Context: an optimization exercise on an open-source flow, tuned for small area, a short achievable clock period and few clock cycles per item. The choices shown serve that exercise and are no tape-out recipe.
In this exercise RTL edits were held to simulation tests only and were not proved equivalent to the original.
Power is estimated from default activity; no workload was simulated.

==> flow/run.sh <==
#!/bin/bash
# synth_recipe.tcl (not shown) runs the flow's synth.tcl, then flattens the netlist and writes it again
# the make line also repeats each setting of config.mk as NAME=value (left out here)
make -C /OpenROAD-flow-scripts/flow DESIGN_CONFIG=/design/flow/config.mk WORK_HOME=/design/flow/orfs CLKGATE_MAP_FILE= SYNTH_SCRIPT=/design/flow/synth_recipe.tcl finish
==> flow/config.mk <==
export PLATFORM = sky130hd
export DESIGN_NAME = dijkstra_top
export DESIGN_NICKNAME = dijkstra_top
export VERILOG_FILES = /design/flow/design.v
export SDC_FILE = /design/flow/constraint.sdc
export NUM_CORES = 4
export LEC_CHECK = 0
export CAP_MARGIN = 20
export CORE_MARGIN = 2
export CORE_UTILIZATION = 40
export SLEW_MARGIN = 20
==> flow/constraint.sdc <==
create_clock -name core_clock -period 12.0 [get_ports {clk}]
set_input_delay 2.4000 -clock core_clock [delete_from_list [all_inputs] [get_ports {clk}]]
set_output_delay 2.4000 -clock core_clock [all_outputs]
set_load 0.01 [all_outputs]
==> flow/design.v <==
`timescale 1ns/1ps
module dijkstra_top
(
    input  logic    clk,
    input  logic    reset,
    input  logic    edge_valid,
    input  logic [4-1:0]   node_count,
    input  logic [4-1:0]   edge_src,
    input  logic [4-1:0]   edge_dst,
    input  logic [4-1:0] edge_weight,
    input  logic    edge_last,
    input  logic    dist_ready,
    output logic    edge_ready,
    output logic    dist_valid,
    output logic [4-1:0]   dist_node,
    output logic [8-1:0]   dist_value,
    output logic    dist_last
);
    localparam int NE = 24;
    localparam int NN = 16;
    localparam logic [7:0] INF = 8'd255;
    logic       in_v, in_last;
    logic [3:0] in_a, in_b, in_w, in_last_node;
    logic [3:0] ea [NE];           
    logic [3:0] eb [NE];           
    logic [3:0] ew [NE];           
    logic [NE-1:0] evalid;
    logic [NE-1:0] dirty;
    logic [4:0] cnt;               
    logic       loaded;            
    logic [3:0] load_last_node;
    logic       active;            
    logic       dfree;             
    logic [7:0] d [NN];
    logic       pk_v;
    logic [4:0] pk_k;
    logic [3:0] pk_a, pk_b, pk_w;
    logic [4:0] rr;                
    logic [3:0] s_idx, s_last_node;
    logic [NE-1:0] hi_mask, cand_hi;
    logic          any_dirty, any_hi;
    logic [4:0]    pick_lo, pick_hi, pick;
    always_comb begin
        for (int j = 0; j < NE; j++) hi_mask[j] = (5'(j) >= rr);
        cand_hi   = dirty & hi_mask;
        any_dirty = |dirty;
        any_hi    = |cand_hi;
        pick_lo = '0;
        for (int j = NE-1; j >= 0; j--) if (dirty[j]) pick_lo = 5'(j);
        pick_hi = '0;
        for (int j = NE-1; j >= 0; j--) if (cand_hi[j]) pick_hi = 5'(j);
        pick = any_hi ? pick_hi : pick_lo;
    end
    wire do_pick = active && any_dirty;
    logic [7:0] da, db;
    logic [8:0] ca, cb;            
    logic       upd_a, upd_b;
    logic [3:0] chg_node;
    logic       chg;
    always_comb begin
        da = d[pk_a];
        db = d[pk_b];
        cb = {1'b0, da} + {5'b0, pk_w};
        ca = {1'b0, db} + {5'b0, pk_w};
        upd_b = pk_v && (cb < {1'b0, db});
        upd_a = pk_v && !upd_b && (ca < {1'b0, da});
        chg      = upd_a || upd_b;
        chg_node = upd_b ? pk_b : pk_a;
    end
    logic [NE-1:0] mark;
    always_comb begin
        for (int j = 0; j < NE; j++)
            mark[j] = chg && evalid[j] && (ea[j] == chg_node || eb[j] == chg_node) && !(pk_k == 5'(j));
    end
    logic [NN-1:0] reached;
    always_comb for (int i = 0; i < NN; i++) reached[i] = (d[i] != INF);
    wire act_now = dfree;           
    logic new_dirty;
    always_comb begin
        if (act_now)      new_dirty = (in_a == 4'd0) || (in_b == 4'd0);
        else if (active)  new_dirty = reached[in_a] || reached[in_b] ||
                                      (chg && (in_a == chg_node || in_b == chg_node));
        else              new_dirty = 1'b0;
    end
    wire done = active && loaded && !any_dirty && !pk_v;
    wire s_fire = dist_valid && dist_ready;
    wire s_end  = s_fire && dist_last;
    always_ff @(posedge clk) begin
        if (!reset) begin
            in_v       <= 1'b0;
            edge_ready <= 1'b1;
            evalid     <= '0;
            dirty      <= '0;
            cnt        <= '0;
            loaded     <= 1'b0;
            active     <= 1'b0;
            dfree      <= 1'b1;
            pk_v       <= 1'b0;
            rr         <= '0;
            dist_valid <= 1'b0;
        end else begin
            in_v <= edge_valid && edge_ready;
            if (edge_valid && edge_ready && edge_last) edge_ready <= 1'b0;
            if (in_v) begin
                evalid[cnt] <= 1'b1;
                cnt         <= cnt + 1'b1;
                if (in_last) loaded <= 1'b1;
            end
            for (int j = 0; j < NE; j++) begin
                if (act_now)
                    dirty[j] <= evalid[j] && (ea[j] == 4'd0 || eb[j] == 4'd0);
                else if (mark[j])
                    dirty[j] <= 1'b1;
                else if (do_pick && pick == 5'(j))
                    dirty[j] <= 1'b0;
            end
            if (in_v) dirty[cnt] <= new_dirty;
            pk_v <= do_pick;
            if (do_pick) rr <= (pick == 5'(NE-1)) ? 5'd0 : pick + 1'b1;
            if (act_now) begin
                dfree  <= 1'b0;
                active <= 1'b1;
            end
            if (done) begin
                active      <= 1'b0;
                loaded      <= 1'b0;
                evalid      <= '0;
                dirty       <= '0;
                cnt         <= '0;
                edge_ready  <= 1'b1;
                dist_valid  <= 1'b1;
                s_idx       <= '0;
                s_last_node <= load_last_node;
                dist_last   <= 1'b0;
            end else if (s_fire) begin
                if (dist_last) begin
                    dist_valid <= 1'b0;
                    dfree      <= 1'b1;
                end
                s_idx     <= s_idx + 1'b1;
                dist_last <= (s_idx + 1'b1) == s_last_node;
            end
        end
    end
    always_ff @(posedge clk) begin
        in_a    <= edge_src;
        in_b    <= edge_dst;
        in_w    <= edge_weight;
        in_last <= edge_last;
        in_last_node <= node_count - 1'b1;
        if (in_v) begin
            ea[cnt] <= in_a;
            eb[cnt] <= in_b;
            ew[cnt] <= in_w;
            load_last_node <= in_last_node;
        end
        if (do_pick) begin
            pk_k <= pick;
            pk_a <= ea[pick];
            pk_b <= eb[pick];
            pk_w <= ew[pick];
        end
        if (act_now) begin
            for (int i = 0; i < NN; i++) d[i] <= (i == 0) ? 8'd0 : INF;
        end else begin
            if (upd_b) d[pk_b] <= cb[7:0];
            if (upd_a) d[pk_a] <= ca[7:0];
        end
    end
    assign dist_node  = s_idx;
    assign dist_value = d[s_idx];
endmodule
==> summary.md <==
| Metric | Value |
|---|---|
| Post-synth EDFFs | `452` |
| Fin. max-slew vios | `0` |
| Vias per cell | `6.83` |
| Crit start category | `register` |
| Max_slew headroom | `22.8%` |
| NetSw | `976 uW` |
| Synthesized instance count | `2883` |
| Synth warn | `1` |
| Layout cells sized above 1 | `13.5%` |
| Pwr Total | `4.09 mW` |
| Post-DP Area | `33400 um^2` |
| TritonCTS buffer count | `59` |
| Top cells by area, synth | `edfxtp_1, mux4_2, dfxtp_1` |
| Crit end category | `register` |
| CTS tree | `built` |
| I/O pins | `36` |
| Clk sink count | `538` |
| RSZ-0062 raised after global routing | `false` |
| Combinational power share | `5.9%` |
| Status | `finished clean` |
| Remaining Overflow, GRT | `0` |
| Routability cong. | `1.01` |
| Port bufs | `35` |
| Vias in the first global route | `25.7k` |
| Max Cap Violations | `0` |
| Final std cells w/o fill | `3947` |
| Worst VDD drop | `112 uV` |
| Initial antenna violation count | `3` |
| Final period util | `63.2%` |
| Fin nets | `2904` |
| Total wire length | `127000 um` |
| WS Path Type | `register to register` |
| Top cell type by total area after synthesis | `edfxtp_1` |
| Die height | `287 um` |
| Largest net degree at the start of global routing | `59` |
| Initial Util | `40.5%` |
| Skew final | `0.0429 ns` |
| # H-tree levels | `2` |
| Hold Vio Cnt, Final | `0` |
| Die Width | `287 um` |
| Initial DRT Pass Iterations | `10` |
| Final ANT Viol Nets | `0` |
| Total number of vias | `26.9k` |
| Fmax | `0.132 GHz` |
| Crit path required time | `12.53 ns` |
| P per Cell Area | `116 nW/um^2` |
| Post-synth ARST share | `0%` |
| Synth top area share | `42.4%` |
| Post CTS Setup Buffer Count | `0` |
| Worst Tran Pin Value | `1.14 ns` |
| Core Region | `79000 um^2` |
| Setup TNS | `0 ns` |
| Post-placement cell count | `3833` |
| Flop pwr share | `50.3%` |
| First-pass GRT wire length | `183000 um` |
| Routed wire per std cell | `32.3 um` |
| Worst hold stages | `0` |
| DRC | `0` |
| CTS root buf | `clkbuf_16` |
| Syn_nets | `2941` |
| GRT Resource Usage Total | `30.4%` |
| Sw Ratio | `23.9%` |
| Detailed placer's ending HPWL | `86100 um` |
| Worst reg2reg path depth | `19` |
| Worst EP arrival | `8.12 ns` |
| Row count | `103` |
| Seq/Total Area, Yosys | `47.8%` |
| CTS resizes | `0` |
| Commonest register cell after synthesis | `edfxtp_1` |
| Pleak | `11.3 nW` |
| Die area | `82200 um^2` |
| Fin crit period | `7.58 ns` |
| Final setup fails | `0` |
| Int Power | `3.11 mW` |
| #FFs+latches synth | `538` |
| Clock Path Buffers | `3` |
| Hold buffer count at CTS | `0` |
| Area growth, synth to finish | `10.6%` |
| Syn Std Cell Area | `32000 um^2` |
| Clk Latency, worst-skew pair | `0.67 ns` |
| Crit-path max FO | `43` |
| Synth unique cells | `85` |
| Synthesized area per cell | `11.1 um^2` |
| Worst Hold Class | `register to register` |
| Drt first-iter violations | `4149` |
| Reg clk slew, reported paths | `0.07 ns` |
| Final Cell Area | `35400 um^2` |
| Clock network power share | `43.8%` |
[power by group through the flow]
stage	sequential [mW]	clock (mW)	combinational [mW]
final	2.06	1.79	0.239
after detailed placement	2.09	0	0.230
after CTS	2.05	1.80	0.231
after global placement	2.09	0	0.229
after global routing	2.06	1.88	0.248
after floorplan	2.09	0	0.130
[registers in the layout, summed over array words and instances (netlist names), 5 cells and up, named ones only]
| name | flops |
|---|---|
| rr | 5 |
| ew | 96 |
| pk_k | 5 |
| eb | 98 |
| dirty | 24 |
| ea | 100 |
| evalid | 24 |
| cnt | 5 |
| d | 128 |
[synthesized netlist by cell type, types with 14 or more instances]
cell / number
edfxtp_1: 452
nand2_1: 258
nor2_1: 213
mux2i_1: 140
xor2_1: 137
mux4_2: 126
clkbuf_1: 112
o21ai_0: 111
dfxtp_1: 86
nand3_1: 82
nor3_1: 82
inv_1: 73
a21oi_1: 72
nor4_1: 71
buf_2: 68
o22ai_1: 59
a211oi_1: 50
nand4_1: 42
and2_1: 38
xnor2_1: 37
ha_1: 35
o211ai_1: 35
buf_1: 29
a221oi_1: 28
or2_2: 28
a31oi_1: 27
a2111oi_0: 26
nor2b_1: 24
a22o_1: 21
a22oi_1: 20
and3_1: 17
o2111ai_1: 17
o221ai_1: 17
a21o_1: 14
mux2_2: 14
[cells in the final DEF, fill, tap and decap left out, types with 28 or more instances in the layout]
| master | n |
|---|---|
| a211oi_1 | 50 |
| a21oi_1 | 70 |
| a221oi_1 | 28 |
| and2_1 | 38 |
| buf_4 | 83 |
| clkbuf_16 | 60 |
| clkdlybuf4s50_1 | 35 |
| dfxtp_1 | 83 |
| edfxtp_1 | 452 |
| ha_1 | 35 |
| inv_1 | 73 |
| mux2i_1 | 140 |
| mux4_2 | 126 |
| nand2_1 | 258 |
| nand3_1 | 82 |
| nand4_1 | 42 |
| nor2_1 | 201 |
| nor3_1 | 74 |
| nor4_1 | 71 |
| o211ai_1 | 35 |
| o21ai_0 | 109 |
| o22ai_1 | 59 |
| or2_2 | 29 |
| xnor2_1 | 37 |
| xor2_1 | 137 |
[stage by stage]
step	hold WS [ns]	utilization (%)	setup slack, ns
2_1_floorplan	0.386	-	5.35
3_3_place_gp	0.401	42.3	4.20
3_5_place_dp	0.391	42.3	4.16
4_1_cts	0.413	44.7	4.10
5_1_grt	0.421	44.8	4.13
6_report	0.409	44.8	4.42
[worst max-delay path, cell delays in order, from the launching register on]
cell and delay, ns:
edfxtp_1 0.33, buf_4 0.38, buf_4 0.82, mux4_2 0.60, mux4_2 0.50, ha_1 0.34
a21o_1 0.20, a21o_1 0.21, xor2_1 0.16, ha_1 0.30, a21o_1 0.17, a21o_1 0.17
a21o_1 0.18, a221o_1 0.44, or2_2 0.54, a21oi_4 0.71, nand2_1 0.63, or3_1 0.52
o32a_1 0.16, o41ai_1 0.06
[routing by layer]
| metal | vias up | wire, um | GRT usage (%) |
|---|---|---|---|
| li1 | 11149 | - | - |
| met1 | 13268 | 49600 | 41.7 |
| met2 | 2093 | 53800 | 44.3 |
| met3 | 433 | 16200 | 7.84 |
| met4 | 2 | 7650 | 15.2 |
| met5 | - | 105 | 0.930 |
[logic make-up after synthesis]
logic type | Yosys count | share of synthesized area, %
xor+xnor | 174 | 4.77
simple gates | 912 | 13.6
buf+inv | 297 | 3.89
fa+ha+maj | 37 | 1.49
mux | 280 | 13.8
compound gates | 645 | 14.6
flops | 538 | 47.8
[final cells by class]
cell class | count | area, um^2
tap | 1050 | 1310
clock buffer | 82 | 1660
multi-input combinational | 2048 | 15600
sequential | 538 | 15300
fill | 7201 | 43600
clock inverter | 29 | 214
inverter | 81 | 305
antenna | 1 | 2.50
timing repair buffer | 118 | 973
[worst paths after layout]
path | start | endpoint | slack [ns]
worst max-delay path | pk_a[0] | dirty[15] | 4.42
worst min register to register | in_last_node[0] | load_last_node[0] | 0.41
worst max register to register | pk_a[0] | dirty[15] | 4.42
worst min-delay path | in_last_node[0] | load_last_node[0] | 0.41
Testbench counts, summed over its fixed seeds: cycles 13,390, jobs 320.

[afterwards: timing with drivers on the ports]
Ports are ideal in the flow. The routed layout listed here was re-timed in OpenROAD.
Step 1 (the two cells are an assumption about what drives the block):
set clk [get_ports {clk}]
set_driving_cell -lib_cell sky130_fd_sc_hd__clkbuf_16 $clk
set_driving_cell -lib_cell sky130_fd_sc_hd__buf_2 [delete_from_list [all_inputs] $clk]
Step 2, shift: input delay + t, output delay - t, t = (earliest + latest rising clock arrival at the registers) / 2. This alone moves slack from input paths to output paths.
Three values: ideal, step 1, step 2; two values: the first two.
shift t [ns]: 0.718
setup WS [ns]: 4.417 / 4.417 / 4.417
hold slack, ns: 0.409 / 0.409 / 0.409
worst setup path after step 2: register to register
clock arrival spread, ns: 0.043 / 0.043
After both steps setup and hold are still met in this run. The setup slack of this run moves by 0.000 ns with the drivers and by 0.000 ns with both steps.
